This is an optimization exercise on Yosys and OpenROAD, whose aim is small area, not a production implementation. Where RTL was checked, it was by simulation tests only, not by an equivalence proof against the original. Power is estimated from default activity; no workload was simulated.

==> run K <==
==> flow/design.v <==
package sigma_delta_pkg;
   typedef enum logic {IDLE, SEND} out_state_t;
endpackage
module sigma_delta_rca #(
   parameter int W = 8
) (
   input  logic [W-1:0] a,
   input  logic [W-1:0] b,
   input  logic         cin,
   output logic [W-1:0] s
);
   logic [W:0] c;
   assign c[0] = cin;
   for (genvar k = 0; k < W; k++) begin : g_bit
      assign s[k]   = a[k] ^ b[k] ^ c[k];
      assign c[k+1] = (a[k] & b[k]) | (a[k] & c[k]) | (b[k] & c[k]);
   end
endmodule
module sigma_delta_cic (
   input  logic [6:0]  m,          
   input  logic [7:0]  bits,       
   input  logic [20:0] a_i,
   input  logic [18:0] b_i,
   output logic [20:0] a_o,
   output logic [18:0] b_o
);
   logic [3:0]  p;       
   logic [4:0]  w;       
   logic [9:0]  pm;      
   logic [9:0]  pm01;
   logic [12:0] binc;    
   logic        start;
   logic [20:0] a_sel;
   logic [18:0] b_sel;
   function automatic logic [1:0] fa(input logic x, input logic y, input logic z);
      fa = {(x & y) | (x & z) | (y & z), x ^ y ^ z};
   endfunction
   logic [1:0] f1, f2, f3, f4, f5, f6, f7;
   always_comb begin
      f1 = fa(bits[0], bits[1], bits[2]);
      f2 = fa(bits[3], bits[4], bits[5]);
      f3 = fa(bits[6], bits[7], 1'b0);
      f4 = fa(f1[0], f2[0], f3[0]);           
      f5 = fa(f1[1], f2[1], f3[1]);           
      f6 = fa(f5[0], f4[1], 1'b0);            
      f7 = fa(f5[1], f6[1], 1'b0);            
      p  = {f7[1], f7[0], f6[0], f4[0]};
   end
   logic [1:0] g1, g2, g3, g4, g5, g6, g7, g8;
   always_comb begin
      g1 = fa(bits[1], bits[3], bits[5]);     
      g2 = fa(g1[0], bits[7], 1'b0);          
      g3 = fa(bits[2], bits[3], bits[6]);     
      g4 = fa(g3[0], bits[7], g1[1]);
      g5 = fa(g4[0], g2[1], 1'b0);            
      g6 = fa(bits[4], bits[5], bits[6]);     
      g7 = fa(g6[0], bits[7], g3[1]);
      g8 = fa(g7[0], g4[1], g5[1]);           
      w  = {2'b00, g8[0], g5[0], g2[0]} + {((g6[1] & g7[1]) | (g6[1] & g8[1]) | (g7[1] & g8[1])),
                                           g6[1] ^ g7[1] ^ g8[1], 3'b000};
   end
   sigma_delta_rca #(.W(10)) u_pm01 (
      .a({3'd0, m & {7{p[0]}}}), .b({2'd0, m & {7{p[1]}}, 1'b0}), .cin(1'b0), .s(pm01)
   );
   sigma_delta_rca #(.W(10)) u_pm (
      .a(pm01), .b({1'b0, m & {7{p[2]}}, 2'b00} | {m & {7{p[3]}}, 3'b000}), .cin(1'b0), .s(pm)
   );
   sigma_delta_rca #(.W(10)) u_binc (
      .a(pm), .b({8'd0, w[4:3]}), .cin(1'b0), .s(binc[12:3])
   );
   assign binc[2:0] = w[2:0];
   assign start = (m == 7'd0);
   assign a_sel = start ? {2'b00, b_i} : a_i;
   assign b_sel = start ? 19'd0 : b_i;
   logic [13:0] ainc;
   sigma_delta_rca #(.W(14)) u_ainc (.a({p, 10'd0}), .b(~{1'b0, binc}), .cin(1'b1), .s(ainc));
   sigma_delta_rca #(.W(21)) u_a (.a(a_sel), .b({7'd0, ainc}), .cin(1'b0), .s(a_o));
   sigma_delta_rca #(.W(19)) u_b (.a(b_sel), .b({6'd0, binc}), .cin(1'b0), .s(b_o));
endmodule
module sigma_delta_adc_mc (
   input  logic        clk,
   input  logic        rst,
   input  logic [7:0]  adc_lvds_pin,
   output logic [7:0]  adc_fb_pin,
   output logic [20:0] adc_output,
   output logic [2:0]  adc_channel,
   output logic        adc_valid,
   input  logic        adc_ready,
   output logic        adc_overrun
);
   logic [9:0]         count;
   logic [3:0]         nfr;        
   logic               tick, win, load;
   logic [63:0]        chunks;     
   logic [2:0]         ch;         
   logic [9:0]         cm;
   logic [7:0]         bits;
   logic [7:0][20:0]   ca;
   logic [7:0][18:0]   cb;
   logic [20:0]        ca_n;
   logic [18:0]        cb_n;
   logic [64:0][20:0]  hist;
   logic               wr_even, wr_odd;
   logic [7:0][23:0]   sum;
   logic [2:0]         sel;
   logic [7:0]         oh;
   logic [20:0]        y, y_old;
   logic [23:0]        sum_in, sum_n;
   logic [23:0]        op1, op2, cs_s, cs_c;
   logic               sub;
   logic               state;
   logic [2:0]         idx;
   always_ff @(posedge clk or posedge rst) begin
      if (rst) adc_fb_pin <= '0;
      else     adc_fb_pin <= adc_lvds_pin;
   end
   always_ff @(posedge clk or posedge rst) begin
      if (rst) count <= '0;
      else     count <= count + 1'b1;
   end
   assign tick = (count == 10'd1023);
   assign win  = (count >= 10'd3) && (count <= 10'd10);
   always_ff @(posedge clk or posedge rst) begin
      if (rst)                       nfr <= '0;
      else if (tick && nfr != 4'd10) nfr <= nfr + 1'b1;
   end
   for (genvar c = 0; c < 8; c++) begin : g_dl
      logic [6+c:0] dl;
      always_ff @(posedge clk) dl <= {dl[5+c:0], adc_fb_pin[c]};
      for (genvar i = 0; i < 8; i++) begin : g_bit
         if (7 + c - i == 0) begin : g_now
            assign chunks[8*((c+6)%8)+i] = adc_fb_pin[c];
         end else begin : g_old
            assign chunks[8*((c+6)%8)+i] = dl[6+c-i];
         end
      end
   end
   assign ch = count[2:0] + 3'd2;
   assign cm = {count[9:3] - 7'(count[2:0] < 3'd6), 3'b000};
   assign bits = chunks[8*count[2:0] +: 8];
   sigma_delta_cic u_cic (
      .m(cm[9:3]), .bits(bits), .a_i(ca[7]), .b_i(cb[7]), .a_o(ca_n), .b_o(cb_n)
   );
   always_ff @(posedge clk) begin
      ca <= {ca[6:0], ca_n};
      cb <= {cb[6:0], cb_n};
   end
   assign y     = ca[4];
   assign y_old = count[0] ? hist[64] : hist[8];
   assign wr_even = (count >= 10'd5) && (count <= 10'd11) &&  count[0];
   assign wr_odd  = (count >= 10'd6) && (count <= 10'd12) && !count[0];
   always_ff @(posedge clk) begin
      hist <= {hist[63:9], wr_odd ? ca[6] : hist[8], hist[7:0], wr_even ? ca[6] : hist[64]};
   end
   assign sum_in = (win && nfr == 4'd2) ? 24'd0 : sum[7];
   assign sub = win && nfr == 4'd10;
   assign op1 = {3'd0, y & {21{win}}};
   assign op2 = ~{3'd0, y_old & {21{sub}}};
   always_comb begin
      for (int k = 0; k < 24; k++) begin
         cs_s[k] = sum_in[k] ^ op1[k] ^ op2[k];
         cs_c[k] = (sum_in[k] & op1[k]) | (sum_in[k] & op2[k]) | (op1[k] & op2[k]);
      end
   end
   sigma_delta_rca #(.W(24)) u_sum (.a(cs_s), .b({cs_c[22:0], 1'b1}), .cin(1'b0), .s(sum_n));
   always_ff @(posedge clk) begin
      sum <= {sum[6:0], sum_n};
   end
   assign load = (count == 10'd3) && (nfr == 4'd10);
   always_ff @(posedge clk or posedge rst) begin
      if (rst) begin
         state       <= 1'b0;
         idx         <= '0;
         adc_overrun <= 1'b0;
      end else if (load) begin
         state <= 1'b1;
         idx   <= '0;
         if (state && !(adc_ready && idx == 3'd7)) adc_overrun <= 1'b1;
      end else if (state && adc_ready) begin
         if (idx == 3'd7) state <= 1'b0;
         idx <= idx + 1'b1;
      end
   end
   assign adc_valid   = state;
   assign adc_channel = idx;
   assign sel         = count[2:0] - 3'd4 - idx;
   always_comb begin
      for (int k = 0; k < 8; k++) oh[k] = (sel == 3'(k));
   end
   assign adc_output = ({21{oh[0]}} & sum[0][23:3]) | ({21{oh[1]}} & sum[1][23:3])
                     | ({21{oh[2]}} & sum[2][23:3]) | ({21{oh[3]}} & sum[3][23:3])
                     | ({21{oh[4]}} & sum[4][23:3]) | ({21{oh[5]}} & sum[5][23:3])
                     | ({21{oh[6]}} & sum[6][23:3]) | ({21{oh[7]}} & sum[7][23:3]);
endmodule
module sigma_delta_adc8 (
   input  logic        clk,
   input  logic        rst,
   input  logic [7:0]  adc_lvds_pin,
   output logic [7:0]  adc_fb_pin,
   output logic [20:0] adc_output,
   output logic [2:0]  adc_channel,
   output logic        adc_valid,
   input  logic        adc_ready,
   output logic        adc_overrun
);
   sigma_delta_adc_mc u_adc (
      .clk(clk), .rst(rst), .adc_lvds_pin(adc_lvds_pin), .adc_fb_pin(adc_fb_pin),
      .adc_output(adc_output), .adc_channel(adc_channel), .adc_valid(adc_valid),
      .adc_ready(adc_ready), .adc_overrun(adc_overrun)
   );
endmodule
==> flow/flow/run.sh <==
#!/bin/bash
# Standard layout (the standard.sh, standard synthesis included), except that clock tree
# synthesis adds no dummy load cells and uses the buffer and sink clusters given below.
set -o pipefail
export CTS_ARGS="-sink_clustering_enable -repair_clock_nets -dont_use_dummy_load -sink_clustering_size 11 -sink_clustering_max_diameter 30 -buf_list sky130_fd_sc_hd__clkbuf_4"
bash standard.sh > standard.log 2>&1
==> flow/standard.sh <==
#!/bin/bash
# synth_recipe.tcl (not shown) runs the flow's synth.tcl, then flattens the netlist and writes it again
# the make line also repeats each setting of config.mk as NAME=value (left out here)
make -C /OpenROAD-flow-scripts/flow DESIGN_CONFIG=/design/flow/config.mk WORK_HOME=/design/flow/orfs CLKGATE_MAP_FILE= SYNTH_SCRIPT=/design/flow/synth_recipe.tcl "${@:-finish}"
==> flow/config.mk <==
export PLATFORM = sky130hd
export DESIGN_NAME = sigma_delta_adc8
export DESIGN_NICKNAME = sigma_delta_adc8
export VERILOG_FILES = /design/flow/design.v
export SDC_FILE = /design/flow/constraint.sdc
export NUM_CORES = 4
export LEC_CHECK = 0
export CAP_MARGIN = 20
export CORE_MARGIN = 2
export CORE_UTILIZATION = 40
export SLEW_MARGIN = 20
==> flow/constraint.sdc <==
create_clock -name core_clock -period 10.0 [get_ports {clk}]
set_input_delay 2.0000 -clock core_clock [delete_from_list [all_inputs] [get_ports {clk}]]
set_output_delay 2.0000 -clock core_clock [all_outputs]
set_load 0.01 [all_outputs]
==> inputs of run R, as changes to run K <==
==> flow/design.v, changed modules only <==
module sigma_delta_adc_mc (
   input  logic        clk,
   input  logic        rst,
   input  logic [7:0]  adc_lvds_pin,
   output logic [7:0]  adc_fb_pin,
   output logic [20:0] adc_output,
   output logic [2:0]  adc_channel,
   output logic        adc_valid,
   input  logic        adc_ready,
   output logic        adc_overrun
);
   logic [9:0]         count;
   logic [3:0]         nfr;        
   logic               tick, win, load;
   logic [63:0]        chunks;     
   logic [2:0]         ch;         
   logic [9:0]         cm;
   logic [7:0]         bits;
   logic [7:0][20:0]   ca;
   logic [7:0][18:0]   cb;
   logic [20:0]        ca_n;
   logic [18:0]        cb_n;
   logic [7:0][20:0]   hist1;
   logic [55:0][20:0]  hist7;
   logic [7:0][23:0]   sum;
   logic [2:0]         sel;
   logic [7:0]         oh;
   logic [20:0]        y, y_old;
   logic [23:0]        sum_in, sum_n;
   logic [23:0]        op1, op2;
   logic               sub, clr;
   logic [9:0]         count_n;
   logic               state;
   logic [2:0]         idx, idx_n;
   always_ff @(posedge clk or posedge rst) begin
      if (rst) adc_fb_pin <= '0;
      else     adc_fb_pin <= adc_lvds_pin;
   end
   always_ff @(posedge clk or posedge rst) begin
      if (rst) count <= '0;
      else     count <= count_n;
   end
   assign count_n = count + 1'b1;
   assign tick    = (count == 10'd1023);
   always_ff @(posedge clk) begin
      win <= (count_n >= 10'd3) && (count_n <= 10'd10);
      clr <= (count_n >= 10'd3) && (count_n <= 10'd10) && (nfr == 4'd2);
      sub <= (count_n >= 10'd3) && (count_n <= 10'd10) && (nfr == 4'd10);
   end
   always_ff @(posedge clk or posedge rst) begin
      if (rst)                       nfr <= '0;
      else if (tick && nfr != 4'd10) nfr <= nfr + 1'b1;
   end
   for (genvar c = 0; c < 8; c++) begin : g_dl
      logic [6+c:0] dl;
      always_ff @(posedge clk) dl <= {dl[5+c:0], adc_fb_pin[c]};
      for (genvar i = 0; i < 8; i++) begin : g_bit
         if (7 + c - i == 0) begin : g_now
            assign chunks[8*((c+6)%8)+i] = adc_fb_pin[c];
         end else begin : g_old
            assign chunks[8*((c+6)%8)+i] = dl[6+c-i];
         end
      end
   end
   assign ch = count[2:0] + 3'd2;
   assign cm = {count[9:3] - 7'(count[2:0] < 3'd6), 3'b000};
   assign bits = chunks[8*count[2:0] +: 8];
   sigma_delta_cic u_cic (
      .m(cm[9:3]), .bits(bits), .a_i(ca[7]), .b_i(cb[7]), .a_o(ca_n), .b_o(cb_n)
   );
   always_ff @(posedge clk) begin
      ca <= {ca[6:0], ca_n};
      cb <= {cb[6:0], cb_n};
   end
   assign y     = ca[4];
   assign y_old = hist7[55];
   always_ff @(posedge clk) begin
      hist1 <= {hist1[6:0], win ? y : hist1[7]};
      hist7 <= {hist7[54:0], win ? hist1[7] : hist7[55]};
   end
   assign sum_in = clr ? 24'd0 : sum[7];
   logic [21:0] dlt;
   assign op1 = {3'd0, y & {21{win}}};
   assign op2 = ~{3'd0, y_old & {21{sub}}};
   sigma_delta_rca #(.W(22)) u_dlt (.a(op1[21:0]), .b(op2[21:0]), .cin(1'b1), .s(dlt));
   sigma_delta_rca #(.W(24)) u_sum (.a(sum_in), .b({{2{dlt[21]}}, dlt}), .cin(1'b0), .s(sum_n));
   always_ff @(posedge clk) begin
      sum <= {sum[6:0], sum_n};
   end
   assign load = (count == 10'd3) && (nfr == 4'd10);
   always_ff @(posedge clk or posedge rst) begin
      if (rst) begin
         state       <= 1'b0;
         adc_overrun <= 1'b0;
      end else if (load) begin
         state <= 1'b1;
         if (state && !(adc_ready && idx == 3'd7)) adc_overrun <= 1'b1;
      end else if (state && adc_ready) begin
         if (idx == 3'd7) state <= 1'b0;
      end
   end
   assign idx_n = load ? 3'd0 : (state && adc_ready) ? idx + 1'b1 : idx;
   always_ff @(posedge clk or posedge rst) begin
      if (rst) idx <= '0;
      else     idx <= idx_n;
   end
   assign adc_valid   = state;
   assign adc_channel = idx;
   assign sel         = count_n[2:0] - 3'd4 - idx_n;
   always_ff @(posedge clk) begin
      for (int k = 0; k < 8; k++) oh[k] <= (sel == 3'(k));
   end
   assign adc_output = ({21{oh[0]}} & sum[0][23:3]) | ({21{oh[1]}} & sum[1][23:3])
                     | ({21{oh[2]}} & sum[2][23:3]) | ({21{oh[3]}} & sum[3][23:3])
                     | ({21{oh[4]}} & sum[4][23:3]) | ({21{oh[5]}} & sum[5][23:3])
                     | ({21{oh[6]}} & sum[6][23:3]) | ({21{oh[7]}} & sum[7][23:3]);
endmodule
==> flow/flow/run.sh (replaced) <==
#!/bin/bash
# Standard layout (the standard.sh, standard synthesis included), except that clock tree
# synthesis adds no dummy load cells and uses the buffer and sink clusters given below.
set -o pipefail
export CTS_ARGS="-sink_clustering_enable -repair_clock_nets -dont_use_dummy_load -sink_clustering_size 21 -sink_clustering_max_diameter 50 -buf_list sky130_fd_sc_hd__clkbuf_8"
export BUFFER_PORTS_ARGS="-buffer_cell sky130_fd_sc_hd__buf_1"
bash standard.sh > standard.log 2>&1
==> comparison table <==
item	run K	run R
Maximum count of clock buffers along a single path	4	3
Result of the run	no timing/DRC/antenna violations	no timing/DRC/antenna violations
Dpl cells	4281	4217
Async S/R FF share, synth	1.36%	1.37%
Worst-case hold path end point	u_adc.hist[749]	u_adc.sum[86]
Count of mapped cells out of synthesis	2731	2688
H-tree levels	5	4
Internal cell power	0.0101 W	0.00983 W
Non-filler instance count after layout	4586	4352
Adder and majority gate portion of the synthesized area	5.38%	5.46%
Multi-input comb cells	564	540
Flip-flop count of the largest register after layout	1365	1176
Upper clock frequency limit	102 MHz	104 MHz
Worst setup startpoint	u_adc.count[0]	u_adc.hist7[1155]
Inserted Clock Buffers	294	132
Synth Area in Simple Gates	1.96%	2.18%
Row count	125	124
Die outline height	346 µm	343 µm
Wire length after detailed routing	60200 µm	57600 µm
Placed instance area	49200 µm²	48000 µm²
Inverter count of the layout excluding clock inverters	131	129
Highest metal layer with signal wires	met4	met5
Relative area of non-clock buffer cells in the final design	1.44%	0.575%
Starting density of the core	40.3%	40.3%
Function not checked in run K: the RTL went through the layout flow alone.

port drivers added, routing unchanged:
The results above use ideal ports. As a check the final layouts listed here were re-extracted and re-timed, cells and wires unchanged.
Step 1 sets driving cells, clkbuf_16 on the clock port and buf_2 on the other inputs (assumed; they add their load-dependent delay and slew).
Step 2 adds t to the input delays and takes it off the output delays; t is the mean of the earliest and latest rising clock arrival at the registers after step 1. Input paths then give back, and output paths get back, about the clock's delay inside the block.
a / b / c = no drivers / after step 1 / after step 2; a / b = the first two.
| run | shift t [ns] | setup WS [ns] | worst slew at a driven data input, ns | cell pins on the clock port's net |
|---|---|---|---|---|
| run K | 1.172 | 0.184 / 0.184 / 0.184 | 0.03 | 1 |
| run R | 0.828 | 0.357 / 0.357 / 0.357 | 0.03 | 1 |
After both steps setup and hold are still met in every run listed.
